Source: an optimization exercise on an open RTL-to-GDS flow (aim: small area and a short achievable clock period). Production flows keep margins and buffers that such runs may drop. RTL that was checked went through simulation tests only; none was proved equivalent to the original. No functional check of the RTL was part of run 1.

==> design.v <==
module muldiv_engine #(
    parameter int MULT_CYCLES = 5,
    parameter int DIV_CYCLES  = 10
) (
    input  logic        clk,
    input  logic        reset,
    input  logic        start,
    input  logic [2:0]  op,
    input  logic [31:0] d1,
    input  logic [31:0] d2,
    input  logic        flush,
    output logic        busy,
    output logic [31:0] hi,
    output logic [31:0] lo
);
    logic        busy_reg;
    logic [3:0]  cnt_reg;
    logic        is_div_reg, sgn_reg, sa_reg, bprev_reg;
    logic        dpre_reg, dstep_reg, last_reg, busy_out_reg;
    logic [31:0] a_reg, l_reg;
    logic [33:0] h_reg;
    logic [31:0] hi_reg, lo_reg;
    assign busy = busy_out_reg;
    assign hi   = hi_reg;
    assign lo   = lo_reg;
    wire accept = start && !flush && !busy_reg && (op != 3'd0) && (op != 3'd7);
    wire op_md  = (op == 3'd1) || (op == 3'd2) || (op == 3'd3) || (op == 3'd4);
    wire last     = last_reg;
    wire div_pre  = dpre_reg;
    wire div_step = dstep_reg;
    logic sb_reg;
    wire sb       = sb_reg;
    wire dz       = (a_reg == 32'd0);
    wire [34:0] m35  = {{3{sgn_reg & a_reg[31]}}, a_reg};
    wire [34:0] m35x2 = {m35[33:0], 1'b0};
    localparam int BLK = 7;
    function automatic logic [34:0] add35(input logic [34:0] x, input logic [34:0] y,
                                          input logic cin);
        logic [34:0] s;
        logic        c, s0, pre, cblk;
        c = cin; pre = 1'b1; cblk = 1'b0;
        for (int i = 0; i < 35; i++) begin
            if (i % BLK == 0 && i != 0) begin
                c = 1'b0; pre = 1'b1;
            end
            s0 = x[i] ^ y[i] ^ c;
            c  = (x[i] & y[i]) | (c & (x[i] ^ y[i]));
            s[i] = (i < BLK) ? s0 : (s0 ^ (cblk & pre));
            pre  = pre & s0;
            if (i % BLK == BLK - 1) cblk = (i < BLK) ? c : (c | (pre & cblk));
        end
        add35 = s;
    endfunction
    function automatic logic [31:0] cneg32(input logic [31:0] x, input logic neg);
        logic [31:0] s;
        logic        z;
        z = 1'b0;
        for (int i = 0; i < 32; i++) begin
            s[i] = x[i] ^ (neg & z);
            z    = z | x[i];
        end
        cneg32 = s;
    endfunction
    logic [34:0] t [0:3];
    logic [3:0]  qb;
    logic [7:0]  pbits;
    always_comb begin
        for (int j = 0; j < 4; j++) begin
            logic [34:0] x, y;
            logic        one, two, neg, b2, b1, b0, rs;
            if (j == 0) begin
                rs = h_reg[33];
                if (div_step) x = {h_reg[32], h_reg[32:0], l_reg[31]};
                else          x = {h_reg[33], h_reg};
            end else begin
                rs = t[j-1][34];
                if (div_step) x = {t[j-1][32], t[j-1][32:0], l_reg[31-j]};
                else          x = {t[j-1][34], t[j-1][34], t[j-1][34:2]};
            end
            b2 = l_reg[2*j+1];
            b1 = l_reg[2*j];
            b0 = (j == 0) ? bprev_reg : l_reg[2*j-1];
            if (is_div_reg) begin
                if (last) begin
                    one = rs; two = 1'b0; neg = rs & sb;          
                end else begin
                    one = 1'b1; two = 1'b0; neg = ~(rs ^ sb);     
                end
            end else if (last) begin
                one = bprev_reg & ~sgn_reg; two = 1'b0; neg = 1'b0;   
            end else begin
                one = b1 ^ b0;
                two = (b2 & ~b1 & ~b0) | (~b2 & b1 & b0);
                neg = b2;
            end
            y = (({35{one}} & m35) | ({35{two}} & m35x2)) ^ {35{neg}};
            t[j] = add35(x, y, neg);
            qb[3-j] = ~t[j][34];
            pbits[2*j+1 -: 2] = t[j][1:0];
        end
    end
    wire        neg_l  = div_pre ? (sgn_reg & l_reg[31]) : (is_div_reg & (sa_reg ^ sb));
    wire [31:0] l_neg  = cneg32(l_reg, neg_l);
    wire        neg_h  = is_div_reg & sa_reg;
    wire [31:0] h_res  = cneg32(t[0][31:0], neg_h);
    always_ff @(posedge clk) begin
        if (!busy_reg) begin
            a_reg      <= d2;
            l_reg      <= d1;
            h_reg      <= 34'd0;
            bprev_reg  <= 1'b0;
            sgn_reg    <= (op == 3'd1) || (op == 3'd3);
            sb_reg     <= ((op == 3'd1) || (op == 3'd3)) && d2[31];
            is_div_reg <= (op == 3'd3) || (op == 3'd4);
            if (op == 3'd1 || op == 3'd2) cnt_reg <= 4'd5;
            else                          cnt_reg <= 4'd10;
            dpre_reg   <= (op == 3'd3) || (op == 3'd4);
            dstep_reg  <= (op == 3'd3) || (op == 3'd4);
            last_reg   <= 1'b0;
        end else begin
            cnt_reg   <= cnt_reg - 4'd1;
            dpre_reg  <= 1'b0;
            dstep_reg <= is_div_reg && (cnt_reg != 4'd2);
            last_reg  <= (cnt_reg == 4'd2);
            if (div_pre) begin
                l_reg  <= l_neg;
                sa_reg <= sgn_reg & l_reg[31];
            end else if (!last) begin
                if (is_div_reg) begin
                    h_reg <= t[3][33:0];
                    l_reg <= {l_reg[27:0], qb};
                end else begin
                    h_reg     <= {t[3][34], t[3][34:2]};
                    l_reg     <= {pbits, l_reg[31:8]};
                    bprev_reg <= l_reg[7];
                end
            end
        end
        if (reset) begin
            busy_reg <= 1'b0;
            busy_out_reg <= 1'b0;
            hi_reg   <= 32'd0;
            lo_reg   <= 32'd0;
        end else if (!busy_reg) begin
            busy_reg <= accept && op_md;
            busy_out_reg <= start && !flush && op_md;
            if (accept && op == 3'd5) hi_reg <= d1;
            if (accept && op == 3'd6) lo_reg <= d1;
        end else if (last) begin
            busy_reg <= 1'b0;
            busy_out_reg <= 1'b0;
            if (!(is_div_reg && dz)) begin
                hi_reg <= h_res;
                lo_reg <= l_neg;
            end
        end
    end
endmodule
==> flow/run.sh <==
#!/bin/bash
# Standard ORFS layout, with plain buf_1 cells as the port buffers, and the repair steps
# asked to leave setup slack to spare at the design's clock period.
set -euo pipefail
export BUFFER_PORTS_ARGS="-buffer_cell sky130_fd_sc_hd__buf_1"
export SETUP_SLACK_MARGIN=102.8
bash standard.sh finish > standard.log 2>&1
==> standard.sh <==
#!/bin/bash
# synth_recipe.tcl (not shown) runs the flow's synth.tcl, then flattens the netlist and writes it again
# the make line also repeats each setting of config.mk as NAME=value (left out here)
make -C /OpenROAD-flow-scripts/flow DESIGN_CONFIG=/design/flow/config.mk WORK_HOME=/design/flow/orfs CLKGATE_MAP_FILE= SYNTH_SCRIPT=/design/flow/synth_recipe.tcl "${@:-finish}"
==> config.mk <==
export PLATFORM = sky130hd
export DESIGN_NAME = muldiv_engine
export DESIGN_NICKNAME = muldiv_engine
export VERILOG_FILES = /design/flow/design.v
export SDC_FILE = /design/flow/constraint.sdc
export NUM_CORES = 4
export LEC_CHECK = 0
export ABC_AREA = 1
export CAP_MARGIN = 20
export CORE_MARGIN = 2
export CORE_UTILIZATION = 40
export CTS_BUF_LIST = sky130_fd_sc_hd__clkbuf_8
export CTS_CLUSTER_SIZE = 40
export SLEW_MARGIN = 20
==> constraint.sdc <==
create_clock -name core_clock -period 130.0 [get_ports {clk}]
set_input_delay 26.0000 -clock core_clock [delete_from_list [all_inputs] [get_ports {clk}]]
set_output_delay 26.0000 -clock core_clock [all_outputs]
set_load 0.01 [all_outputs]
==> results of run 1 <==
==> cell type report <==
type                    instances  area share, %
clock buffers                  17          1.208
diodes                          1        0.01292
repair buffers                202          6.262
inverters                     227          4.433
flip-flops and latches        176          21.75
well taps                     585          3.781
clock inverters                15         0.9823
multi-input cells            1726          61.57
==> how the worst min path moves through the flow <==
stage                     from    endpoint  slack [ns]  cells after the start
floorplan           cnt_reg[0]  cnt_reg[0]        0.41                      1
global placement    cnt_reg[0]  cnt_reg[0]        0.43                      1
detailed placement  cnt_reg[0]  cnt_reg[0]        0.43                      1
CTS                 cnt_reg[0]  cnt_reg[0]        0.44                      1
global route        cnt_reg[0]  cnt_reg[0]        0.48                      1
finish              cnt_reg[0]  cnt_reg[0]        0.44                      1
==> routing by layer <==
layer / up-vias / wire length, µm
met5: - / 0
met4: 0 / 1067
met3: 67 / 4951
met2: 720 / 26500
met1: 7921 / 24670
li1: 7833 / -
==> cells by family after synthesis <==
kind of cell | synth area share (%)
AND/OR/NAND/NOR | 20.18
AO/OA/AOI/OAI | 20.34
buffers and inverters | 8.138
XOR/XNOR | 11.04
flip-flops | 24.09
adder cells (fa/ha/maj) | 16.03
multiplexers | 0.1721
==> metrics by stage <==
stage	instances	util [%]	hold WS, ns
global placement	2879	42.66	0.4254
global route	2949	44.95	0.4779
floorplan	2260	-	0.4121
detailed placement	2879	42.66	0.4262
CTS	2911	43.69	0.4412
finish	2949	44.95	0.4391
==> cell usage in the layout, fill, tap and decap left out, types with 6 or more instances in the layout <==
cell type | synthesis | final
nand2_4 | 9 | 8
a31oi_1 | 50 | 50
buf_1 | 15 | 135
xnor2_1 | 90 | 89
nor2_1 | 67 | 64
clkbuf_16 | 0 | 6
clkbuf_8 | 0 | 17
buf_12 | 1 | 6
ha_1 | 38 | 38
nand4_1 | 18 | 18
nor2_4 | 18 | 21
edfxtp_1 | 68 | 68
nand2_1 | 428 | 425
buf_4 | 0 | 50
a31o_2 | 7 | 7
inv_1 | 192 | 191
or2_2 | 34 | 34
o22ai_1 | 129 | 129
inv_2 | 5 | 6
fa_1 | 116 | 115
o21ai_0 | 282 | 279
xor2_1 | 130 | 130
nand4_2 | 11 | 10
o22ai_2 | 8 | 8
nand2_2 | 27 | 29
dfxtp_1 | 108 | 105
nor2_2 | 16 | 16
a21oi_1 | 63 | 62
o211ai_1 | 40 | 40
nand3_1 | 99 | 99
clkinv_1 | 30 | 28
==> timing repair <==
item | 4_1_cts | 5_1_grt
pin swaps | 0 | 9
gates cloned | 0 | 6
hold buffers | 0 | 0
buffers inserted | 0 | 30
endpoints found under the setup margin | 4 | 50
gates resized for setup | 5 | 48
==> impl_metrics.env, run 1 <==
export IMPL_crit_end="hi[9]"
export IMPL_cp_slowest_stage_delay_ns=0.37
export IMPL_required_ns=104.00
export IMPL_rows=76
export IMPL_area_growth_pct=10.95
export IMPL_path_max_fanout=2
export IMPL_yosysTopAreaCellShare_pct=13.31
export IMPL_clock_latency_ns=0.56
export IMPL_post_route_period_util_pct=20.88
export IMPL_grt_antenna_before_repair=1
export IMPL_avgSynthCellArea_um2=7.721
export IMPL_fin_ws_ns=102.85
export IMPL_synthTopCellsByArea="fa_1 (13%), dfxtp_1 (12%), edfxtp_1 (12%), nand2_1 (9.2%), o21ai_0 (8.1%)"
export IMPL_synthCells=2260
export IMPL_multiInputGateArea_um2=11920
export IMPL_grt_pass1_wl_mm=86.34
export IMPL_ctsLongestPathBuffers=2
export IMPL_critical_path_class="reg2out"
export IMPL_grt_usage_pct=24.78
export IMPL_hold_viol_final=0
export IMPL_fmax_mhz=36.84
export IMPL_fill_cells=4418
export IMPL_place_ws_ns=102.15
export IMPL_synth_nets=2485
export IMPL_wl_per_cell_um=19.39
export IMPL_dr_pass1_iters=5
export IMPL_skew_ns=0.02874
export IMPL_path_clk_slew_ns=0.09
export IMPL_cp_slowest_cell="dfxtp_1"
export IMPL_r2r_start="is_div_reg"
export IMPL_syn_area_um2=17450
export IMPL_synth_distinct_cells=59
export IMPL_cts_root_buf="clkbuf_8"
export IMPL_dp_hpwl_mm=40.81
export IMPL_yosys_area_top_type="fa_1"
export IMPL_cts_made_buffers=17
export IMPL_outcome="finished clean"
export IMPL_ctsHtreeMaxLevel=4
export IMPL_rr_endpoint="l_reg[0]"
export IMPL_ys_seq_elements=176
export IMPL_fp_dieW_um=212.9
export IMPL_grt_util_met2_pct=39.67
export IMPL_end_kind="primary output"
export IMPL_crit_arrival_ns=1.15
export IMPL_post_route_cell_area_um2=19360
export IMPL_place_gp_congestion=0.9140
export IMPL_clkSinkCount=176
export IMPL_crit_family="flip-flops"
export IMPL_met1_usage_pct=34.72
export IMPL_die_area_um2=45310
export IMPL_port_buffers=135
export IMPL_drt_iter0_markers=1675
export IMPL_cts_tree="built"
export IMPL_grt_pass1_vias=15430
export IMPL_grt_overflow=0
export IMPL_reg2reg_depth=131
export IMPL_ys_flop_type="dfxtp_1"
export IMPL_seq_area_frac_synth_pct=24.09
export IMPL_initial_core_util_pct=40.51
export IMPL_yosys_cell_count_top_type="nand2_1"
export IMPL_ant_nets=0
export IMPL_r2r_setup_slack_ns=104.32
export IMPL_relSlewSlack_pct=32.32
export IMPL_cp_depth=1
export IMPL_coreArea_um2=43080
export IMPL_ys_top_cells_by_count="nand2_1 (428), o21ai_0 (282), inv_1 (192)"
export IMPL_async_flop_share_pct=0
export IMPL_drive_gt1_share_pct=11.13
export IMPL_wl_mm=57.19
export IMPL_worst_setup_path_start_kind="register"
export IMPL_fin_crit_ns=27.15
export IMPL_cp_startpoint="hi_reg[9]"
export IMPL_grt_max_degree=75
export IMPL_largest_reg_flops=34
export IMPL_top_usage_layer="met2"
export IMPL_synth_edf_count=68
export IMPL_die_h_um=212.9
export IMPL_tns_ns=0
export IMPL_critical_path_cell_chain="buf_1"
export IMPL_max_slew_worst_pin_slew_ns=1.013
export IMPL_drv_slew=0
export IMPL_seqCellArea_um2=4210
export IMPL_drv_cap=0
export IMPL_critical_path_buf_inv_count=1
export IMPL_route_vias_total=16540
export IMPL_vias_per_cell=5.609
export IMPL_post_dp_cell_area_um2=18380
export IMPL_hold_path_class="reg2reg"
export IMPL_ys_warn_count=2
export IMPL_rsz0062_at_grt="no"
export IMPL_use_met3_pct=3.898
export IMPL_setup_viol=0
export IMPL_nets=2575
export IMPL_drcViolationCount=0
export IMPL_ioPinCount=136
==> run 2: changes to the inputs <==
--- a/design.v
+++ b/design.v
@@ -35,3 +35,3 @@
     wire [34:0] m35x2 = {m35[33:0], 1'b0};
-    localparam int BLK = 7;
+    localparam int BLK = 6;
     function automatic logic [34:0] add35(input logic [34:0] x, input logic [34:0] y,
==> run 2 against run 1 <==
Final cell count is 0.20% lower; hold slack worse by 0.0045 ns; largest cell class unchanged; highest routed layer unchanged; die area is 1.1% higher; wire length is 1.6% lower; critical path type unchanged; non-clock buffer count is 33 lower; maximum frequency hardly changed; clock skew is 0.0049 ns higher.
==> impl_metrics.env, run 2 <==
export IMPL_ioPinCount=136
export IMPL_post_route_period_util_pct=20.90
export IMPL_tns_ns=0
export IMPL_async_flop_share_pct=0
export IMPL_ys_flop_type="dfxtp_1"
export IMPL_grt_antenna_before_repair=0
export IMPL_crit_arrival_ns=1.17
export IMPL_antenna_cells=0
export IMPL_rsz0062_at_grt="yes"
export IMPL_yosysTopAreaCellShare_pct=12.71
export IMPL_fmax_mhz=36.81
export IMPL_layout_commonest_cell="nand2_1"
export IMPL_grt_overflow=0
export IMPL_coreArea_um2=43270
export IMPL_critical_path_cell_chain="buf_2"
export IMPL_cp_slowest_cell="dfxtp_1"
export IMPL_fill_cells=4491
export IMPL_cp_slowest_stage_delay_ns=0.42
export IMPL_clkSinkCount=176
export IMPL_port_buffers=135
export IMPL_drv_cap=0
export IMPL_clock_latency_ns=0.58
export IMPL_vias_per_cell=5.543
export IMPL_ant_nets=0
export IMPL_final_cell_mix="nand2_1 (434), o21ai_0 (260), inv_1 (215), buf_1 (133), o22ai_1 (126)"
export IMPL_grt_pass1_wl_mm=87.82
export IMPL_cts_tree="built"
export IMPL_avgSynthCellArea_um2=7.717
export IMPL_grt_pass1_vias=15630
export IMPL_synth_nets=2515
export IMPL_wl_mm=56.30
export IMPL_max_slew_worst_pin_slew_ns=1.001
export IMPL_yosys_cell_count_top_type="nand2_1"
export IMPL_grt_usage_pct=24.57
export IMPL_largest_reg_flops=34
export IMPL_path_max_fanout=2
export IMPL_ys_seq_elements=176
export IMPL_synthTopCellsByArea="fa_1 (13%), dfxtp_1 (12%), edfxtp_1 (12%), nand2_1 (9.3%), o21ai_0 (7.4%)"
export IMPL_rows=76
export IMPL_skew_ns=0.03361
export IMPL_end_kind="primary output"
export IMPL_drv_slew=0
export IMPL_syn_area_um2=17640
export IMPL_die_area_um2=45800
export IMPL_drt_iter0_markers=1289
export IMPL_place_gp_congestion=0.9053
export IMPL_synth_distinct_cells=54
export IMPL_drcViolationCount=0
export IMPL_dp_hpwl_mm=41.74
export IMPL_fin_crit_ns=27.17
export IMPL_hold_path_class="reg2reg"
export IMPL_path_clk_slew_ns=0.12
export IMPL_yosys_area_top_type="fa_1"
export IMPL_relSlewSlack_pct=33.06
export IMPL_nets=2574
export IMPL_critical_path_buf_inv_count=1
export IMPL_final_util_pct=43.69
export IMPL_seq_area_frac_synth_pct=23.83
export IMPL_dr_pass1_iters=6
export IMPL_crit_family="flip-flops"
export IMPL_route_vias_total=16310
export IMPL_ys_warn_count=2
export IMPL_hold_viol_final=0
export IMPL_required_ns=104.00
export IMPL_area_growth_pct=7.164
export IMPL_cts_made_buffers=17
export IMPL_die_h_um=214.0
export IMPL_ctsLongestPathBuffers=2
export IMPL_grt_max_degree=80
export IMPL_worst_setup_path_start_kind="register"
export IMPL_ctsHtreeMaxLevel=4
export IMPL_setup_viol=0
export IMPL_critical_path_class="reg2out"
export IMPL_ys_top_cells_by_count="nand2_1 (436), o21ai_0 (261), inv_1 (216)"
export IMPL_outcome="finished clean"
export IMPL_synthCells=2286
export IMPL_cts_root_buf="clkbuf_8"
export IMPL_wl_per_cell_um=19.13
export IMPL_synth_edf_count=68
export IMPL_fp_dieW_um=214.0
export IMPL_drive_gt1_share_pct=9.754
export IMPL_initial_core_util_pct=40.77
run 2: kinds of logic (layout without fill, tap and decap cells):
logic type / after synthesis / count (layout) / synth area share [%]
DFF: 176 / 176 / 23.83
buffers and inverters: 374 / 446 / 9.369
muxes: 1 / 1 / 0.05674
and+or+nand+nor: 760 / 760 / 20.35
AOI/OAI and AO/OA: 601 / 601 / 19.70
adders and majority gates: 158 / 158 / 15.97
xor gates and xnor gates: 216 / 216 / 10.72
run 2: routing by layer:
metal  part of all wire [%]  up-vias  track usage (%)
li1                       -     7805                -
met1                     45     7816            33.16
met2                     44      596            38.72
met3                    7.2       95            4.402
met4                    3.5        0            10.33
met5                      0        -                0
run 2: what timing repair did:
action | in CTS | in global routing
pin swaps | 0 | 1
hold buffers | 0 | 0
resized for setup | 5 | 23
buffers inserted | 0 | 7
setup endpoints to repair | 29 | 19
run 2: final cells by class:
type | count | area, µm² | area share (%)
Clock buffer | 17 | 234.0 | 1.238
Clock inverter | 15 | 148.9 | 0.7876
Inverter | 245 | 925.9 | 4.898
Multi-Input combinational cell | 1736 | 11830 | 62.57
Sequential cell | 176 | 4215 | 22.30
Tap cell | 585 | 732.0 | 3.872
Timing Repair Buffer | 169 | 820.8 | 4.342
run 2: metrics by stage:
stage	cells	hold WS [ns]	worst slack, ns	area (µm²)
after floorplan	2286	0.4083	102.88	17640
after global placement	2903	0.4223	102.13	18370
after detailed placement	2903	0.4229	102.12	18370
after CTS	2935	0.4374	102.80	18760
after global routing	2943	0.4834	102.77	18900
final	2943	0.4345	102.83	18900
run 2: final timing paths:
kind	startpoint	to	slack, ns	cells past startpoint
setup / recovery	hi_reg[2]	hi[2]	102.83	1
hold / removal	cnt_reg[0]	cnt_reg[0]	0.43	1
setup reg to reg	is_div_reg	l_reg[0]	104.50	143
hold reg to reg	cnt_reg[0]	cnt_reg[0]	0.43	1
==> run 3: changes to the inputs <==
--- a/flow/run.sh
+++ b/flow/run.sh
@@ -5,3 +5,3 @@
 export BUFFER_PORTS_ARGS="-buffer_cell sky130_fd_sc_hd__buf_1"
-export SETUP_SLACK_MARGIN=102.8
+export SETUP_SLACK_MARGIN=102.7
 bash standard.sh finish > standard.log 2>&1
--- a/config.mk
+++ b/config.mk
@@ -12,3 +12,2 @@
 export CTS_BUF_LIST = sky130_fd_sc_hd__clkbuf_8
-export CTS_CLUSTER_SIZE = 40
 export SLEW_MARGIN = 20
==> run 3 against run 2 <==
Register-to-register slack worse by 0.06 ns; hold slack about the same; maximum frequency decreased by 0.10%; count of clock-buffer cells in the layout unchanged; sequential share of layout area about the same; worst setup slack worse by 0.028 ns; clock skew is 0.0052 ns higher; wire length rose by 0.11%; synthesized cell count unchanged; area after synthesis is the same; largest cell class unchanged.
==> impl_metrics.env, run 3 <==
export IMPL_yosys_area_top_type="fa_1"
export IMPL_final_cell_mix="nand2_1 (434), o21ai_0 (260), inv_1 (215), buf_1 (135), o22ai_1 (126)"
export IMPL_relSlewSlack_pct=33.46
export IMPL_required_ns=104.00
export IMPL_ys_seq_elements=176
export IMPL_critical_path_buf_inv_count=1
export IMPL_clkSinkCount=176
export IMPL_grt_max_degree=80
export IMPL_fmax_mhz=36.77
export IMPL_cts_root_buf="clkbuf_8"
export IMPL_grt_antenna_before_repair=0
export IMPL_drv_slew=0
export IMPL_place_gp_congestion=0.9053
export IMPL_seq_area_frac_synth_pct=23.83
export IMPL_die_h_um=214.0
export IMPL_hold_buffers=0
export IMPL_initial_core_util_pct=40.77
export IMPL_min_from="cnt_reg[0]"
export IMPL_tns_ns=0
export IMPL_ys_top_cells_by_count="nand2_1 (436), o21ai_0 (261), inv_1 (216)"
export IMPL_largest_reg_flops=34
export IMPL_r2r_start="is_div_reg"
export IMPL_ys_warn_count=2
export IMPL_synthTopCellsByArea="fa_1 (13%), dfxtp_1 (12%), edfxtp_1 (12%), nand2_1 (9.3%), o21ai_0 (7.4%)"
export IMPL_drcViolationCount=0
export IMPL_grt_pass1_wl_mm=87.82
export IMPL_hold_viol_final=0
export IMPL_route_vias_total=16340
export IMPL_fin_crit_ns=27.20
export IMPL_avgSynthCellArea_um2=7.717
export IMPL_area_growth_pct=7.057
export IMPL_end_kind="primary output"
export IMPL_r2r_setup_slack_ns=104.44
export IMPL_setup_viol=0
export IMPL_fp_dieW_um=214.0
export IMPL_path_max_fanout=2
export IMPL_vias_per_cell=5.551
export IMPL_dp_hpwl_mm=41.74
export IMPL_crit_arrival_ns=1.20
export IMPL_layout_commonest_cell="nand2_1"
export IMPL_critical_path_cell_chain="buf_1"
export IMPL_grt_overflow=0
export IMPL_crit_family="flip-flops"
export IMPL_wl_per_cell_um=19.15
export IMPL_critical_path_class="reg2out"
export IMPL_dr_pass1_iters=5
export IMPL_drt_iter0_markers=1375
export IMPL_cp_startpoint="hi_reg[2]"
export IMPL_ctsLongestPathBuffers=2
export IMPL_nets=2574
export IMPL_ant_nets=0
export IMPL_drive_gt1_share_pct=9.584
export IMPL_fill_cells=4491
export IMPL_async_flop_share_pct=0
export IMPL_grt_usage_pct=24.57
export IMPL_synthCells=2286
export IMPL_rows=76
export IMPL_grt_pass1_vias=15630
export IMPL_synth_distinct_cells=54
export IMPL_ioPinCount=136
export IMPL_hold_path_class="reg2reg"
export IMPL_yosys_cell_count_top_type="nand2_1"
export IMPL_cts_tree="built"
export IMPL_port_buffers=135
export IMPL_syn_area_um2=17640
export IMPL_rsz0062_at_grt="no"
export IMPL_skew_ns=0.03885
export IMPL_ctsHtreeMaxLevel=4
export IMPL_post_route_period_util_pct=20.92
export IMPL_outcome="finished clean"
export IMPL_coreArea_um2=43270
export IMPL_cp_slowest_cell="dfxtp_1"
export IMPL_ys_flop_type="dfxtp_1"
export IMPL_die_area_um2=45800
export IMPL_synth_edf_count=68
export IMPL_path_clk_slew_ns=0.11
export IMPL_antenna_cells=0
export IMPL_drv_cap=0
export IMPL_worst_hold_slack_ns=0.4344
export IMPL_wl_mm=56.37
export IMPL_yosysTopAreaCellShare_pct=12.71
export IMPL_cp_slowest_stage_delay_ns=0.42
export IMPL_max_slew_worst_pin_slew_ns=0.9946
export IMPL_synth_nets=2515
export IMPL_worst_setup_path_start_kind="register"
export IMPL_clock_latency_ns=0.59
export IMPL_cts_made_buffers=17
==> run 3: cell count changes in the layout (fill, tap and decap cells not counted), moves of 2 or more <==
cell,change
buf_1,+2
buf_2,-2
dfxtp_1,+2
dfxtp_2,-2
==> run 3: through the flow <==
| stage | area, µm² | worst slack, ns | util (%) | std cells |
|---|---|---|---|---|
| floorplan | 17640 | 102.88 | - | 2286 |
| global placement | 18370 | 102.13 | 42.46 | 2903 |
| detailed placement | 18370 | 102.12 | 42.46 | 2903 |
| CTS | 18750 | 102.76 | 43.35 | 2935 |
| global route | 18890 | 102.72 | 43.65 | 2943 |
| finish | 18890 | 102.80 | 43.65 | 2943 |
==> run 3: worst reg2reg max path: cells and delay by family, from the launching register on <==
family | cells | cell delay, ns
compound gates | 10 | 1.39
xor+xnor | 5 | 0.93
fa+ha+maj | 27 | 11.42
buf+inv | 8 | 1.89
flops | 1 | 0.37
simple gates | 93 | 9.33
==> run 3: what timing repair did <==
item / CTS / global route
setup endpoints to repair: 0 / 45
buffers inserted: 0 / 7
gates resized for setup: 0 / 22
==> run 3: logic make-up (layout without fill, tap and decap cells) <==
logic type / Yosys count / in the layout / synth area share, %
multiplexers: 1 / 1 / 0.05674
buffers and inverters: 374 / 446 / 9.369
adder cells (fa/ha/maj): 158 / 158 / 15.97
XOR/XNOR: 216 / 216 / 10.72
AND/OR/NAND/NOR: 760 / 760 / 20.35
flip-flops: 176 / 176 / 23.83
AO/OA/AOI/OAI: 601 / 601 / 19.70
==> run 3: routing by layer <==
| layer | track usage, % | wire length, µm | vias up |
|---|---|---|---|
| met1 | 33.16 | 25010 | 7816 |
| met5 | 0 | 0 | - |
| li1 | - | - | 7805 |
| met4 | 10.33 | 1942 | 0 |
| met2 | 38.71 | 25080 | 623 |
| met3 | 4.402 | 4339 | 93 |
==> run 3: path summary, 6_finish.rpt <==
path / end / cells past startpoint
hold / removal: cnt_reg[0] / 1
setup / recovery: hi[2] / 1
hold reg to reg: cnt_reg[0] / 1
setup reg to reg: l_reg[0] / 143
==> run 3: final cells by class <==
cell class              instances  area [µm²]  area share (%)
multi-input cells            1736       11820           62.58
flip-flops and latches        176        4213           22.31
inverters                     245       925.9           4.903
repair buffers                169       813.3           4.306
well taps                     585       732.0           3.876
clock buffers                  17       234.0           1.239
clock inverters                15       148.9          0.7884
==> run 4: changes to the inputs <==
--- a/flow/run.sh
+++ b/flow/run.sh
@@ -5,3 +5,3 @@
 export BUFFER_PORTS_ARGS="-buffer_cell sky130_fd_sc_hd__buf_1"
-export SETUP_SLACK_MARGIN=102.7
+export SETUP_SLACK_MARGIN=102.8
 bash standard.sh finish > standard.log 2>&1
--- a/config.mk
+++ b/config.mk
@@ -11,3 +11,2 @@
 export CORE_UTILIZATION = 40
-export CTS_BUF_LIST = sky130_fd_sc_hd__clkbuf_8
 export SLEW_MARGIN = 20
==> run 4 against run 3 <==
Final cell count unchanged; design area grew 1.1%; critical endpoint is now hi[0]; critical path depth did not move; worst setup slack better by 0.089 ns.
==> impl_metrics.env, run 4 <==
export IMPL_fin_crit_ns=27.11
export IMPL_path_max_fanout=2
export IMPL_synthTopCellsByArea="fa_1 (13%), dfxtp_1 (12%), edfxtp_1 (12%), nand2_1 (9.3%), o21ai_0 (7.4%)"
export IMPL_avgSynthCellArea_um2=7.717
export IMPL_cp_startpoint="hi_reg[0]"
export IMPL_clkSinkCount=176
export IMPL_ys_top_cells_by_count="nand2_1 (436), o21ai_0 (261), inv_1 (216)"
export IMPL_cts_made_buffers=17
export IMPL_ys_warn_count=2
export IMPL_hold_buffers=0
export IMPL_grt_antenna_before_repair=0
export IMPL_cp_depth=1
export IMPL_initial_core_util_pct=40.77
export IMPL_yosys_cell_count_top_type="nand2_1"
export IMPL_path_clk_slew_ns=0.08
export IMPL_critical_path_buf_inv_count=1
export IMPL_dp_hpwl_mm=41.74
export IMPL_synth_edf_count=68
export IMPL_drv_slew=0
export IMPL_end_kind="primary output"
export IMPL_die_area_um2=45800
export IMPL_ctsHtreeMaxLevel=4
export IMPL_skew_ns=0.02226
export IMPL_rsz0062_at_grt="yes"
export IMPL_post_route_cell_area_um2=19100
export IMPL_grt_usage_pct=24.58
export IMPL_r2r_start="is_div_reg"
export IMPL_cts_tree="built"
export IMPL_ys_seq_elements=176
export IMPL_grt_max_degree=80
export IMPL_clock_latency_ns=0.51
export IMPL_worst_setup_path_start_kind="register"
export IMPL_setup_viol=0
export IMPL_nets=2574
export IMPL_ys_flop_type="dfxtp_1"
export IMPL_ant_nets=0
export IMPL_yosys_area_top_type="fa_1"
export IMPL_seq_area_frac_synth_pct=23.83
export IMPL_synth_distinct_cells=54
export IMPL_critical_path_cell_chain="buf_1"
export IMPL_vias_per_cell=5.537
export IMPL_port_buffers=135
export IMPL_grt_pass1_wl_mm=87.91
export IMPL_area_growth_pct=8.249
export IMPL_crit_arrival_ns=1.11
export IMPL_whs_path_depth=1
export IMPL_rows=76
export IMPL_crit_family="flip-flops"
export IMPL_synthCells=2286
export IMPL_drv_cap=0
export IMPL_grt_overflow=0
export IMPL_syn_area_um2=17640
export IMPL_relSlewSlack_pct=44.22
export IMPL_critical_path_class="reg2out"
export IMPL_fmax_mhz=36.89
export IMPL_drive_gt1_share_pct=9.584
export IMPL_post_dp_cell_area_um2=18370
export IMPL_hold_viol_final=0
export IMPL_antenna_cells=0
export IMPL_post_route_period_util_pct=20.85
export IMPL_r2r_setup_slack_ns=104.45
export IMPL_cp_slowest_cell="dfxtp_1"
export IMPL_layout_commonest_cell="nand2_1"
export IMPL_wl_per_cell_um=19.19
export IMPL_coreArea_um2=43270
export IMPL_tns_ns=0
export IMPL_ioPinCount=136
export IMPL_final_cell_mix="nand2_1 (434), o21ai_0 (260), inv_1 (215), buf_1 (135), o22ai_1 (126)"
export IMPL_reg2reg_depth=143
export IMPL_dr_pass1_iters=8
export IMPL_yosysTopAreaCellShare_pct=12.71
export IMPL_required_ns=104.00
export IMPL_wl_mm=56.49
export IMPL_drt_iter0_markers=1319
export IMPL_route_vias_total=16300
export IMPL_largest_reg_flops=34
export IMPL_synth_nets=2515
export IMPL_ctsLongestPathBuffers=2
export IMPL_hold_path_class="reg2reg"
export IMPL_async_flop_share_pct=0
export IMPL_outcome="finished clean"
export IMPL_min_from="cnt_reg[0]"
export IMPL_drcViolationCount=0
export IMPL_max_slew_worst_pin_slew_ns=0.8367
export IMPL_cts_root_buf="clkbuf_16"
export IMPL_die_h_um=214.0
export IMPL_fp_dieW_um=214.0
export IMPL_grt_pass1_vias=15620
export IMPL_cp_slowest_stage_delay_ns=0.42
export IMPL_place_gp_congestion=0.9053
run 4: cell count changes in the layout (fill, tap and decap cells not counted):
cell and delta:
buf_12 +1, buf_8 -1, nand2_2 -1, clkbuf_8 -17, clkbuf_16 +17, nand2_8 +1
run 4: worst reg2reg max path, delay by kind of cell (launching register included):
family                   cells  cell delay, ns
AND/OR/NAND/NOR             93            9.30
AO/OA/AOI/OAI               10            1.46
flip-flops                   1            0.36
buffers and inverters        8            1.79
adder cells (fa/ha/maj)     27           11.41
XOR/XNOR                     5            0.96
run 4: stage by stage:
stage	setup slack (ns)	hold WS, ns	util (%)	instances
final	102.89	0.4308	44.14	2943
after global routing	102.77	0.4786	44.14	2943
after CTS	102.86	0.4330	43.80	2935
after detailed placement	102.12	0.4229	42.46	2903
after global placement	102.13	0.4223	42.46	2903
after floorplan	102.88	0.4083	-	2286
run 4: kinds of logic (layout without fill, tap and decap cells):
group,Yosys count,count (layout),synth area share [%]
fa+ha+maj,158,158,15.97
simple gates,760,760,20.35
buf+inv,374,446,9.369
mux,1,1,0.05674
compound gates,601,601,19.70
xor+xnor,216,216,10.72
flops,176,176,23.83
run 4: final timing paths:
check          endpoint
max               hi[0]
min          cnt_reg[0]
min reg2reg  cnt_reg[0]
max reg2reg    l_reg[0]
run 4: cell type report:
type	count	area, µm²
Sequential cell	176	4213
Fill cell	4463	24170
Inverter	245	925.9
Clock buffer	17	425.4
Tap cell	585	732.0
Multi-Input combinational cell	1736	11830
Timing Repair Buffer	169	818.3
Clock inverter	15	148.9
run 4: metal layers:
metal  GRT usage [%]  part of all wire, %  wire length, µm  vias up
li1                -                    -                -     7814
met5               0                    0                0        -
met1           33.12                   45            25510     7784
met3           4.644                  6.9             3902      103
met4           10.05                  3.4             1935        0
met2           38.74                   45            25140      594
run 4: timing repair:
item                                    4_1_cts  5_1_grt
setup buffers                                 0        7
pin swaps                                     0        1
resized for setup                             1       24
endpoints found under the setup margin       32       63
==> run 5: changes to the inputs <==
--- a/flow/run.sh
+++ b/flow/run.sh
@@ -5,3 +5,3 @@
 export BUFFER_PORTS_ARGS="-buffer_cell sky130_fd_sc_hd__buf_1"
-export SETUP_SLACK_MARGIN=102.8
+export SETUP_SLACK_MARGIN=103.2
 bash standard.sh finish > standard.log 2>&1
==> run 5 against run 4 <==
First-iteration DRC count grew 13%; count of clock-buffer cells in the layout grew 2; hold slack gained 0.018 ns; final cell count grew 0.82%; critical endpoint is now hi[2].
==> impl_metrics.env, run 5 <==
export IMPL_outcome="finished clean"
export IMPL_ys_seq_elements=176
export IMPL_synth_edf_count=68
export IMPL_synthCells=2286
export IMPL_grt_max_degree=76
export IMPL_path_max_fanout=2
export IMPL_critical_path_buf_inv_count=1
export IMPL_place_gp_congestion=0.9287
export IMPL_coreArea_um2=43270
export IMPL_fmax_mhz=37.06
export IMPL_rsz0062_at_grt="yes"
export IMPL_route_vias_total=16810
export IMPL_ant_nets=0
export IMPL_crit_arrival_ns=0.99
export IMPL_fp_dieW_um=214.0
export IMPL_fill_cells=4229
export IMPL_yosys_cell_count_top_type="nand2_1"
export IMPL_cts_tree="built"
export IMPL_hold_buffers=0
export IMPL_cts_root_buf="clkbuf_16"
export IMPL_grt_pass1_wl_mm=90.37
export IMPL_hold_viol_final=0
export IMPL_final_cell_mix="nand2_1 (433), o21ai_0 (229), inv_1 (213), o22ai_1 (126), fa_1 (112)"
export IMPL_clock_latency_ns=0.50
export IMPL_fin_ws_ns=103.01
export IMPL_skew_ns=0.01590
export IMPL_worst_setup_path_start_kind="register"
export IMPL_ys_top_cells_by_count="nand2_1 (436), o21ai_0 (261), inv_1 (216)"
export IMPL_yosys_area_top_type="fa_1"
export IMPL_vias_per_cell=5.667
export IMPL_drv_slew=0
export IMPL_avgSynthCellArea_um2=7.717
export IMPL_crit_family="flip-flops"
export IMPL_ys_flop_type="dfxtp_1"
export IMPL_dp_hpwl_mm=42.28
export IMPL_wl_per_cell_um=19.92
export IMPL_grt_overflow=0
export IMPL_wl_mm=59.11
export IMPL_port_buffers=135
export IMPL_drcViolationCount=0
export IMPL_antenna_cells=0
export IMPL_ctsLongestPathBuffers=2
export IMPL_cp_slowest_stage_delay_ns=0.39
export IMPL_die_h_um=214.0
export IMPL_setup_viol=0
export IMPL_path_clk_slew_ns=0.08
export IMPL_drt_iter0_markers=1490
export IMPL_async_flop_share_pct=0
export IMPL_yosysTopAreaCellShare_pct=12.71
export IMPL_area_growth_pct=13.88
export IMPL_synth_distinct_cells=54
export IMPL_cp_slowest_cell="dfxtp_4"
export IMPL_layout_commonest_cell="nand2_1"
export IMPL_dr_pass1_iters=6
export IMPL_seq_area_frac_synth_pct=23.83
export IMPL_initial_core_util_pct=40.77
export IMPL_required_ns=104.00
export IMPL_nets=2598
export IMPL_fin_crit_ns=26.99
export IMPL_cts_made_buffers=17
export IMPL_clkSinkCount=176
export IMPL_hold_path_class="reg2reg"
export IMPL_ctsHtreeMaxLevel=4
export IMPL_end_kind="primary output"
export IMPL_place_ws_ns=102.33
export IMPL_grt_pass1_vias=16140
export IMPL_post_route_period_util_pct=20.76
export IMPL_ys_warn_count=2
export IMPL_drive_gt1_share_pct=17.00
export IMPL_max_slew_worst_pin_slew_ns=1.263
export IMPL_critical_path_cell_chain="buf_6"
export IMPL_ioPinCount=136
export IMPL_critical_path_class="reg2out"
export IMPL_rows=76
export IMPL_synth_nets=2515
export IMPL_grt_usage_pct=25.34
export IMPL_syn_area_um2=17640
export IMPL_die_area_um2=45800
export IMPL_relSlewSlack_pct=15.61
export IMPL_grt_antenna_before_repair=0
export IMPL_synthTopCellsByArea="fa_1 (13%), dfxtp_1 (12%), edfxtp_1 (12%), nand2_1 (9.3%), o21ai_0 (7.4%)"
export IMPL_drv_cap=0
export IMPL_largest_reg_flops=34
export IMPL_tns_ns=0
## run 5: area by class of cell
type	count	area [µm²]	share of cell area (%)
sequential	176	4304	21.42
timing repair buffer	189	1543	7.679
inverter	245	924.6	4.603
tap	585	732.0	3.643
multi-input combinational	1740	11990	59.70
clock buffer	19	454.2	2.261
clock inverter	13	137.6	0.6851
## run 5: through the flow
stage	util, %	instance area [µm²]	cells	hold slack [ns]
2_1_floorplan	-	17720	2286	0.4083
3_3_place_gp	42.51	18390	2904	0.4226
3_5_place_dp	42.51	18390	2904	0.4404
4_1_cts	45.57	19720	2948	0.4522
5_1_grt	46.43	20090	2967	0.4837
6_report	46.43	20090	2967	0.4484
## run 5: kinds of logic (layout without fill, tap and decap cells)
kind of cell	after synthesis	in the layout	synth area share, %
buf+inv	374	466	9.369
xor+xnor	216	216	10.72
fa+ha+maj	158	158	15.97
simple gates	760	764	20.35
flops	176	176	23.83
compound gates	601	601	19.70
mux	1	1	0.05674
## run 5: final timing paths
check / end / start / slack [ns] / cells after the start
setup / recovery: hi[2] / hi_reg[2] / 103.01 / 1
hold / removal: cnt_reg[0] / cnt_reg[0] / 0.45 / 1
setup reg to reg: l_reg[0] / is_div_reg / 104.97 / 141
hold reg to reg: cnt_reg[0] / cnt_reg[0] / 0.45 / 1
## run 5: what timing repair did
item | in CTS | in global routing
buffers inserted | 9 | 16
endpoints found under the setup margin | 129 | 132
cloned | 3 | 3
resized for setup | 206 | 59
pin swaps | 2 | 6
## run 5: routing by layer
layer,track usage (%),share of wire (%),up-vias
met3,5.453,8.3,115
li1,-,-,7872
met1,32.82,43,8124
met2,40.57,46,703
met5,0,0,-
met4,11.40,3.6,0
==> run 6: changes to the inputs <==
--- a/flow/run.sh
+++ b/flow/run.sh
@@ -5,3 +5,3 @@
 export BUFFER_PORTS_ARGS="-buffer_cell sky130_fd_sc_hd__buf_1"
-export SETUP_SLACK_MARGIN=103.2
+export SETUP_SLACK_MARGIN=103.6
 bash standard.sh finish > standard.log 2>&1
==> run 6 against run 5 <==
Still clean on timing, DRC and antenna; count of clock-buffer cells in the layout decreased by 2; sequential share of layout area decreased by 1.3 points; synthesized cell count is the same; first-iteration DRC count is 22% higher; register-to-register slack improved by 0.16 ns; via count is 2.5% higher; critical endpoint is now lo[26].
==> impl_metrics.env, run 6 <==
export IMPL_outcome="finished clean"
export IMPL_grt_max_degree=79
export IMPL_fin_crit_ns=26.99
export IMPL_die_h_um=214.0
export IMPL_fin_ws_ns=103.01
export IMPL_crit_family="flip-flops"
export IMPL_grt_usage_pct=26.56
export IMPL_initial_core_util_pct=40.77
export IMPL_multiInputGateArea_um2=12750
export IMPL_dp_hpwl_mm=42.30
export IMPL_drv_slew=0
export IMPL_dr_pass1_iters=5
export IMPL_drcViolationCount=0
export IMPL_cp_slowest_stage_delay_ns=0.39
export IMPL_grt_overflow=0
export IMPL_tns_ns=0
export IMPL_place_gp_congestion=0.9135
export IMPL_final_cell_mix="nand2_1 (397), inv_1 (207), o21ai_0 (189), o22ai_1 (125), fa_1 (112)"
export IMPL_end_kind="primary output"
export IMPL_cts_root_buf="clkbuf_16"
export IMPL_skew_ns=0.02624
export IMPL_worst_setup_path_start_kind="register"
export IMPL_seqCellArea_um2=4302
export IMPL_hold_path_class="reg2reg"
export IMPL_grt_antenna_before_repair=1
export IMPL_setup_viol=0
export IMPL_area_growth_pct=21.22
export IMPL_critical_path_buf_inv_count=1
export IMPL_seq_area_frac_synth_pct=23.83
export IMPL_yosysTopAreaCellShare_pct=12.71
export IMPL_ctsLongestPathBuffers=2
export IMPL_post_dp_cell_area_um2=18650
export IMPL_fill_cells=4183
export IMPL_fmax_mhz=37.05
export IMPL_route_vias_total=17230
export IMPL_cp_slowest_cell="dfxtp_4"
export IMPL_synthTopCellsByArea="fa_1 (13%), dfxtp_1 (12%), edfxtp_1 (12%), nand2_1 (9.3%), o21ai_0 (7.4%)"
export IMPL_cts_made_buffers=17
export IMPL_ioPinCount=136
export IMPL_place_inst=2904
export IMPL_cts_tree="built"
export IMPL_vias_per_cell=5.705
export IMPL_path_max_fanout=2
export IMPL_drt_iter0_markers=1819
export IMPL_largest_reg_flops=34
export IMPL_antenna_cells=0
export IMPL_critical_path_class="reg2out"
export IMPL_final_util_pct=49.42
export IMPL_syn_area_um2=17640
export IMPL_nets=2651
export IMPL_avgSynthCellArea_um2=7.717
export IMPL_drive_gt1_share_pct=23.12
export IMPL_ys_flop_type="dfxtp_1"
export IMPL_final_cell_count_no_fill=3020
export IMPL_grt_pass1_wl_mm=95.23
export IMPL_post_route_cell_area_um2=21380
export IMPL_ctsHtreeMaxLevel=4
export IMPL_grt_pass1_vias=16510
export IMPL_synthCells=2286
export IMPL_wl_mm=62.75
export IMPL_clock_latency_ns=0.51
export IMPL_yosys_cell_count_top_type="nand2_1"
export IMPL_fp_dieW_um=214.0
export IMPL_port_buffers=135
export IMPL_ys_top_cells_by_count="nand2_1 (436), o21ai_0 (261), inv_1 (216)"
export IMPL_relSlewSlack_pct=28.99
export IMPL_ys_seq_elements=176
export IMPL_wl_per_cell_um=20.78
export IMPL_layout_commonest_cell="nand2_1"
export IMPL_ys_warn_count=2
export IMPL_rsz0062_at_grt="yes"
export IMPL_synth_distinct_cells=54
export IMPL_max_slew_worst_pin_slew_ns=1.059
export IMPL_synth_nets=2515
export IMPL_place_ws_ns=102.10
export IMPL_synth_edf_count=68
export IMPL_post_route_period_util_pct=20.76
export IMPL_ant_nets=0
export IMPL_hold_viol_final=0
export IMPL_crit_arrival_ns=0.99
export IMPL_async_flop_share_pct=0
export IMPL_rows=76
export IMPL_drv_cap=0
export IMPL_yosys_area_top_type="fa_1"
export IMPL_critical_path_cell_chain="buf_6"
export IMPL_required_ns=104.00
export IMPL_clkSinkCount=176
export IMPL_coreArea_um2=43270
export IMPL_path_clk_slew_ns=0.08
export IMPL_die_area_um2=45800
==> run 6: cell count changes in the layout (fill, tap and decap cells not counted), moves of 6 or more <==
cell / previous run / this run
o21ai_2: 11 / 55
o21ai_0: 229 / 189
nand2_1: 433 / 397
buf_4: 42 / 69
nand2_2: 38 / 54
nand2_4: 7 / 22
nand2_8: 6 / 20
buf_6: 68 / 79
a31oi_1: 64 / 55
a31oi_4: 0 / 8
inv_1: 213 / 207
o21ai_1: 25 / 19
==> run 6: repair_timing <==
item | 4_1_cts | 5_1_grt
gates cloned | 14 | 5
buffers inserted | 23 | 41
endpoints found under the setup margin | 139 | 144
pin swaps | 17 | 28
hold buffers | 0 | 0
gates resized for setup | 254 | 142
==> run 6: worst paths after layout <==
kind              start          to  slack [ns]  cells past startpoint
min          cnt_reg[0]  cnt_reg[0]        0.43                      1
max reg2reg  is_div_reg    l_reg[0]      105.13                    143
min reg2reg  cnt_reg[0]  cnt_reg[0]        0.43                      1
max          lo_reg[26]      lo[26]      103.01                      1
==> run 6: area by class of cell <==
type | instances | share of cell area (%)
clock buffer | 17 | 1.989
clock inverter | 15 | 0.8250
inverter | 245 | 4.423
multi-input combinational | 1749 | 59.65
sequential | 176 | 20.12
tap | 585 | 3.423
timing repair buffer | 233 | 9.578
==> run 6: cell families after synthesis <==
family | synth area share (%)
AOI/OAI and AO/OA | 19.70
xor gates and xnor gates | 10.72
adders and majority gates | 15.97
buffers and inverters | 9.369
DFF | 23.83
muxes | 0.05674
and+or+nand+nor | 20.35
==> run 6: per-stage QoR <==
step                      hold slack (ns)
final                              0.4334
after detailed placement           0.4229
after floorplan                    0.4083
after global routing               0.4683
after CTS                          0.4335
after global placement             0.4248
==> run 6: routing by layer <==
metal	GRT usage, %	wire length (µm)	vias to the layer above
met1	35.73	26290	8393
met4	8.531	1861	2
met5	0	18	-
met3	4.175	5150	104
li1	-	-	7995
met2	43.67	29440	735
==> run 7: changes to the inputs <==
--- a/flow/run.sh
+++ b/flow/run.sh
@@ -5,3 +5,3 @@
 export BUFFER_PORTS_ARGS="-buffer_cell sky130_fd_sc_hd__buf_1"
-export SETUP_SLACK_MARGIN=103.6
+export SETUP_SLACK_MARGIN=102.8
 bash standard.sh finish > standard.log 2>&1
--- a/config.mk
+++ b/config.mk
@@ -11,2 +11,4 @@
 export CORE_UTILIZATION = 40
+export CTS_CLUSTER_DIAMETER = 150
+export CTS_CLUSTER_SIZE = 60
 export SLEW_MARGIN = 20
==> run 7 against run 6 <==
Critical path type unchanged; first-iteration DRC count shrank 27%; still clean on timing, DRC and antenna; largest cell class unchanged; clock skew shrank 0.0040 ns.
==> impl_metrics.env, run 7 <==
export IMPL_ioPinCount=136
export IMPL_r2r_start="is_div_reg"
export IMPL_fmax_mhz=36.89
export IMPL_relSlewSlack_pct=44.22
export IMPL_path_max_fanout=2
export IMPL_route_vias_total=16300
export IMPL_cts_root_buf="clkbuf_16"
export IMPL_yosysTopAreaCellShare_pct=12.71
export IMPL_max_slew_worst_pin_slew_ns=0.8367
export IMPL_grt_antenna_before_repair=0
export IMPL_grt_pass1_vias=15620
export IMPL_fill_cells=4463
export IMPL_port_buffers=135
export IMPL_area_growth_pct=8.249
export IMPL_clkSinkCount=176
export IMPL_post_route_period_util_pct=20.85
export IMPL_grt_max_degree=80
export IMPL_clock_latency_ns=0.51
export IMPL_final_cell_count_no_fill=2943
export IMPL_grt_usage_pct=24.58
export IMPL_yosys_cell_count_top_type="nand2_1"
export IMPL_critical_path_class="reg2out"
export IMPL_ys_seq_elements=176
export IMPL_cp_depth=1
export IMPL_setup_viol=0
export IMPL_dp_hpwl_mm=41.74
export IMPL_wl_mm=56.49
export IMPL_outcome="finished clean"
export IMPL_wl_met2_mm=25.14
export IMPL_cts_made_buffers=17
export IMPL_hold_path_class="reg2reg"
export IMPL_skew_ns=0.02226
export IMPL_whs_path_depth=1
export IMPL_antenna_cells=0
export IMPL_fin_ws_ns=102.89
export IMPL_place_inst=2903
export IMPL_crit_family="flip-flops"
export IMPL_syn_area_um2=17640
export IMPL_fp_dieW_um=214.0
export IMPL_tns_ns=0
export IMPL_rows=76
export IMPL_layout_commonest_cell="nand2_1"
export IMPL_fin_crit_ns=27.11
export IMPL_cp_startpoint="hi_reg[0]"
export IMPL_cts_tree="built"
export IMPL_dr_pass1_iters=8
export IMPL_vias_per_cell=5.537
export IMPL_async_flop_share_pct=0
export IMPL_path_clk_slew_ns=0.08
export IMPL_cp_slowest_stage_delay_ns=0.42
export IMPL_drive_gt1_share_pct=9.584
export IMPL_rsz0062_at_grt="yes"
export IMPL_wl_per_cell_um=19.19
export IMPL_seqCellArea_um2=4213
export IMPL_drcViolationCount=0
export IMPL_synth_nets=2515
export IMPL_initial_core_util_pct=40.77
export IMPL_critical_path_buf_inv_count=1
export IMPL_grt_pass1_wl_mm=87.91
export IMPL_yosys_area_top_type="fa_1"
export IMPL_ctsHtreeMaxLevel=4
export IMPL_place_gp_congestion=0.9053
export IMPL_multiInputGateArea_um2=11830
export IMPL_ys_flop_type="dfxtp_1"
export IMPL_hold_buffers=0
export IMPL_ctsLongestPathBuffers=2
export IMPL_synth_edf_count=68
export IMPL_drv_cap=0
export IMPL_place_ws_ns=102.12
export IMPL_nets=2574
export IMPL_synthTopCellsByArea="fa_1 (13%), dfxtp_1 (12%), edfxtp_1 (12%), nand2_1 (9.3%), o21ai_0 (7.4%)"
export IMPL_seq_area_frac_synth_pct=23.83
export IMPL_avgSynthCellArea_um2=7.717
export IMPL_end_kind="primary output"
export IMPL_largest_reg_flops=34
export IMPL_wl_met3_mm=3.902
export IMPL_cp_slowest_cell="dfxtp_1"
export IMPL_drv_slew=0
export IMPL_synth_distinct_cells=54
export IMPL_min_from="cnt_reg[0]"
export IMPL_final_cell_mix="nand2_1 (434), o21ai_0 (260), inv_1 (215), buf_1 (135), o22ai_1 (126)"
export IMPL_top_layer_used="met4"
export IMPL_die_h_um=214.0
export IMPL_die_area_um2=45800
export IMPL_wl_met1_mm=25.51
export IMPL_crit_arrival_ns=1.11
export IMPL_ys_warn_count=2
export IMPL_coreArea_um2=43270
export IMPL_ant_nets=0
export IMPL_drt_iter0_markers=1319
export IMPL_required_ns=104.00
export IMPL_ys_top_cells_by_count="nand2_1 (436), o21ai_0 (261), inv_1 (216)"
export IMPL_synthCells=2286
export IMPL_hold_viol_final=0
export IMPL_grt_overflow=0
export IMPL_worst_setup_path_start_kind="register"
export IMPL_reg2reg_depth=143
export IMPL_critical_path_cell_chain="buf_1"
-- run 7: cell count changes in the layout (fill, tap and decap cells not counted), sizes merged --
cell      delta
clkinvlp     -1
buf         -61
clkbuf       -3
inv          +2
bufinv       -1
nand2       -13
-- run 7: final cells by class --
class,count,share of cell area [%]
clock inverters,15,0.7797
clock buffers,17,2.228
flip-flops and latches,176,22.06
well taps,585,3.833
multi-input cells,1736,61.96
inverters,245,4.849
repair buffers,169,4.285
-- run 7: final timing paths --
kind	end	slack (ns)
hold reg to reg	cnt_reg[0]	0.43
setup reg to reg	l_reg[0]	104.45
hold / removal	cnt_reg[0]	0.43
setup / recovery	hi[0]	102.89
-- run 7: kinds of logic (layout without fill, tap and decap cells) --
logic type	count (synthesis)	in the layout	share of synthesized area [%]
XOR/XNOR	216	216	10.72
flip-flops	176	176	23.83
buffers and inverters	374	446	9.369
adder cells (fa/ha/maj)	158	158	15.97
AND/OR/NAND/NOR	760	760	20.35
AO/OA/AOI/OAI	601	601	19.70
multiplexers	1	1	0.05674
-- run 7: what timing repair did --
item / in CTS / in global routing
buffers inserted: 0 / 7
endpoints found under the hold margin: 0 / 0
endpoints found under the setup margin: 32 / 63
resized for setup: 1 / 24
pin swaps: 0 / 1
-- run 7: metal layers --
layer / global-route usage [%] / vias to the layer above
li1: - / 7814
met1: 33.12 / 7784
met2: 38.74 / 594
met3: 4.644 / 103
met4: 10.05 / 0
met5: 0 / -
-- run 7: metrics by stage --
stage               cell area (µm²)  util, %  hold slack [ns]
global placement              18370    42.46           0.4223
global route                  19100    44.14           0.4786
CTS                           18950    43.80           0.4330
finish                        19100    44.14           0.4308
floorplan                     17640        -           0.4083
detailed placement            18370    42.46           0.4229
==> run 8: changes to the inputs <==
--- a/config.mk
+++ b/config.mk
@@ -11,4 +11,3 @@
 export CORE_UTILIZATION = 40
-export CTS_CLUSTER_DIAMETER = 150
-export CTS_CLUSTER_SIZE = 60
+export CTS_BUF_LIST = sky130_fd_sc_hd__clkbuf_8 sky130_fd_sc_hd__clkbuf_16
 export SLEW_MARGIN = 20
==> run 8 against run 7 <==
Non-clock buffer count unchanged; area after synthesis unchanged; register-to-register slack about the same; core utilization unchanged.
==> impl_metrics.env, run 8 <==
export IMPL_yosys_cell_count_top_type="nand2_1"
export IMPL_wl_per_cell_um=19.19
export IMPL_avgSynthCellArea_um2=7.717
export IMPL_wl_met1_mm=25.51
export IMPL_cp_slowest_stage_delay_ns=0.42
export IMPL_area_growth_pct=8.249
export IMPL_ioPinCount=136
export IMPL_grt_pass1_wl_mm=87.91
export IMPL_die_h_um=214.0
export IMPL_required_ns=104.00
export IMPL_die_area_um2=45800
export IMPL_fmax_mhz=36.89
export IMPL_dp_hpwl_mm=41.74
export IMPL_tns_ns=0
export IMPL_synth_nets=2515
export IMPL_grt_pass1_vias=15620
export IMPL_path_clk_slew_ns=0.08
export IMPL_ys_warn_count=2
export IMPL_clkSinkCount=176
export IMPL_synth_distinct_cells=54
export IMPL_fill_cells=4463
export IMPL_cts_made_buffers=17
export IMPL_cts_tree="built"
export IMPL_setup_viol=0
export IMPL_yosys_area_top_type="fa_1"
export IMPL_largest_reg_flops=34
export IMPL_async_flop_share_pct=0
export IMPL_path_max_fanout=2
export IMPL_rows=76
export IMPL_route_vias_total=16300
export IMPL_top_layer_used="met4"
export IMPL_fin_crit_ns=27.11
export IMPL_synthTopCellsByArea="fa_1 (13%), dfxtp_1 (12%), edfxtp_1 (12%), nand2_1 (9.3%), o21ai_0 (7.4%)"
export IMPL_ctsHtreeMaxLevel=4
export IMPL_post_route_period_util_pct=20.85
export IMPL_layout_commonest_cell="nand2_1"
export IMPL_final_cell_mix="nand2_1 (434), o21ai_0 (260), inv_1 (215), buf_1 (135), o22ai_1 (126)"
export IMPL_wl_mm=56.49
export IMPL_drv_slew=0
export IMPL_crit_arrival_ns=1.11
export IMPL_ys_seq_elements=176
export IMPL_drcViolationCount=0
export IMPL_hold_viol_final=0
export IMPL_hold_path_class="reg2reg"
export IMPL_fp_dieW_um=214.0
export IMPL_critical_path_buf_inv_count=1
export IMPL_dr_pass1_iters=8
export IMPL_place_ws_ns=102.12
export IMPL_antenna_cells=0
export IMPL_syn_area_um2=17640
export IMPL_grt_usage_pct=24.58
export IMPL_cp_slowest_cell="dfxtp_1"
export IMPL_nets=2574
export IMPL_grt_overflow=0
export IMPL_synthCells=2286
export IMPL_cts_root_buf="clkbuf_16"
export IMPL_synth_edf_count=68
export IMPL_crit_family="flip-flops"
export IMPL_drv_cap=0
export IMPL_port_buffers=135
export IMPL_clock_latency_ns=0.51
export IMPL_wl_met3_mm=3.902
export IMPL_initial_core_util_pct=40.77
export IMPL_place_gp_congestion=0.9053
export IMPL_critical_path_class="reg2out"
export IMPL_ctsLongestPathBuffers=2
export IMPL_fin_ws_ns=102.89
export IMPL_hold_buffers=0
export IMPL_max_slew_worst_pin_slew_ns=0.8367
export IMPL_outcome="finished clean"
export IMPL_ys_flop_type="dfxtp_1"
export IMPL_wl_met2_mm=25.14
export IMPL_rsz0062_at_grt="yes"
export IMPL_skew_ns=0.02226
export IMPL_ys_top_cells_by_count="nand2_1 (436), o21ai_0 (261), inv_1 (216)"
export IMPL_seq_area_frac_synth_pct=23.83
export IMPL_drive_gt1_share_pct=9.584
export IMPL_coreArea_um2=43270
export IMPL_relSlewSlack_pct=44.22
export IMPL_grt_max_degree=80
export IMPL_vias_per_cell=5.537
export IMPL_worst_setup_path_start_kind="register"
export IMPL_end_kind="primary output"
export IMPL_critical_path_cell_chain="buf_1"
export IMPL_yosysTopAreaCellShare_pct=12.71
export IMPL_drt_iter0_markers=1319
export IMPL_ant_nets=0
export IMPL_grt_antenna_before_repair=0
run 8: cell counts in the layout (fill, tap and decap cells not counted):
No cell type changed its count.
run 8: metrics by stage:
| stage | utilization, % | cells | hold WS (ns) | area (µm²) |
|---|---|---|---|---|
| 6_report | 44.14 | 2943 | 0.4308 | 19100 |
| 4_1_cts | 43.80 | 2935 | 0.4330 | 18950 |
| 3_3_place_gp | 42.46 | 2903 | 0.4223 | 18370 |
| 2_1_floorplan | - | 2286 | 0.4083 | 17640 |
| 3_5_place_dp | 42.46 | 2903 | 0.4229 | 18370 |
| 5_1_grt | 44.14 | 2943 | 0.4786 | 19100 |
run 8: cells by family after synthesis:
kind of cell | count (synthesis) | share of synthesized area, %
simple gates | 760 | 20.35
fa+ha+maj | 158 | 15.97
compound gates | 601 | 19.70
buf+inv | 374 | 9.369
flops | 176 | 23.83
xor+xnor | 216 | 10.72
mux | 1 | 0.05674
run 8: worst paths after layout:
check,startpoint,end,slack [ns],cells past startpoint
worst max register to register,is_div_reg,l_reg[0],104.45,143
worst min-delay path,cnt_reg[0],cnt_reg[0],0.43,1
worst min register to register,cnt_reg[0],cnt_reg[0],0.43,1
worst max-delay path,hi_reg[0],hi[0],102.89,1
run 8: cell type report:
cell class / instances / area, µm² / share of cell area [%]
multi-input cells: 1736 / 11830 / 61.96
flip-flops and latches: 176 / 4213 / 22.06
inverters: 245 / 925.9 / 4.849
repair buffers: 169 / 818.3 / 4.285
well taps: 585 / 732.0 / 3.833
clock buffers: 17 / 425.4 / 2.228
clock inverters: 15 / 148.9 / 0.7797
run 8: layer usage:
layer	vias up	global-route usage (%)
li1	7814	-
met3	103	4.644
met5	-	0
met1	7784	33.12
met2	594	38.74
met4	0	10.05
run 8: what timing repair did:
action / 4_1_cts / 5_1_grt
buffers inserted: 0 / 7
resized for setup: 1 / 24
setup endpoints to repair: 32 / 63
endpoints found under the hold margin: 0 / 0
pin swaps: 0 / 1

what the ideal ports hide:
In the flow no input, the clock included, has a driving cell. The finished layouts below were timed again as built, in two steps. Step 1 sets driving cells, clkbuf_16 on the clock port and buf_2 on the other inputs (assumed; they add their load-dependent delay and slew). Step 2 also shifts input and output timing later by t, the mid clock arrival at the registers, as if the neighbouring blocks saw the same clock. Three values: ideal, step 1, step 2; two values: the first two.
run | t (ns) | setup slack, ns | worst register clock-pin slew, ns | worst slew at a driven data input, ns
run 1 | 0.595 | 102.852 / 102.801 / 102.407 | 0.12 / 0.12 | 0.05
run 2 | 0.615 | 102.832 / 102.784 / 102.351 | 0.12 / 0.12 | 0.04
run 3 | 0.615 | 102.804 / 102.756 / 102.354 | 0.12 / 0.12 | 0.04
run 4 | 0.548 | 102.893 / 102.840 / 102.514 | 0.08 / 0.08 | 0.04
run 5 | 0.542 | 103.014 / 102.960 / 102.675 | 0.08 / 0.08 | 0.04
run 6 | 0.552 | 103.007 / 102.952 / 102.564 | 0.10 / 0.10 | 0.04
run 7 | 0.548 | 102.893 / 102.840 / 102.514 | 0.08 / 0.08 | 0.04
run 8 | 0.548 | 102.893 / 102.840 / 102.514 | 0.08 / 0.08 | 0.04
After both steps setup and hold are still met in every run listed. The setup slack of run 2, which loses most, moves by -0.048 ns with the drivers and by -0.481 ns with both steps.
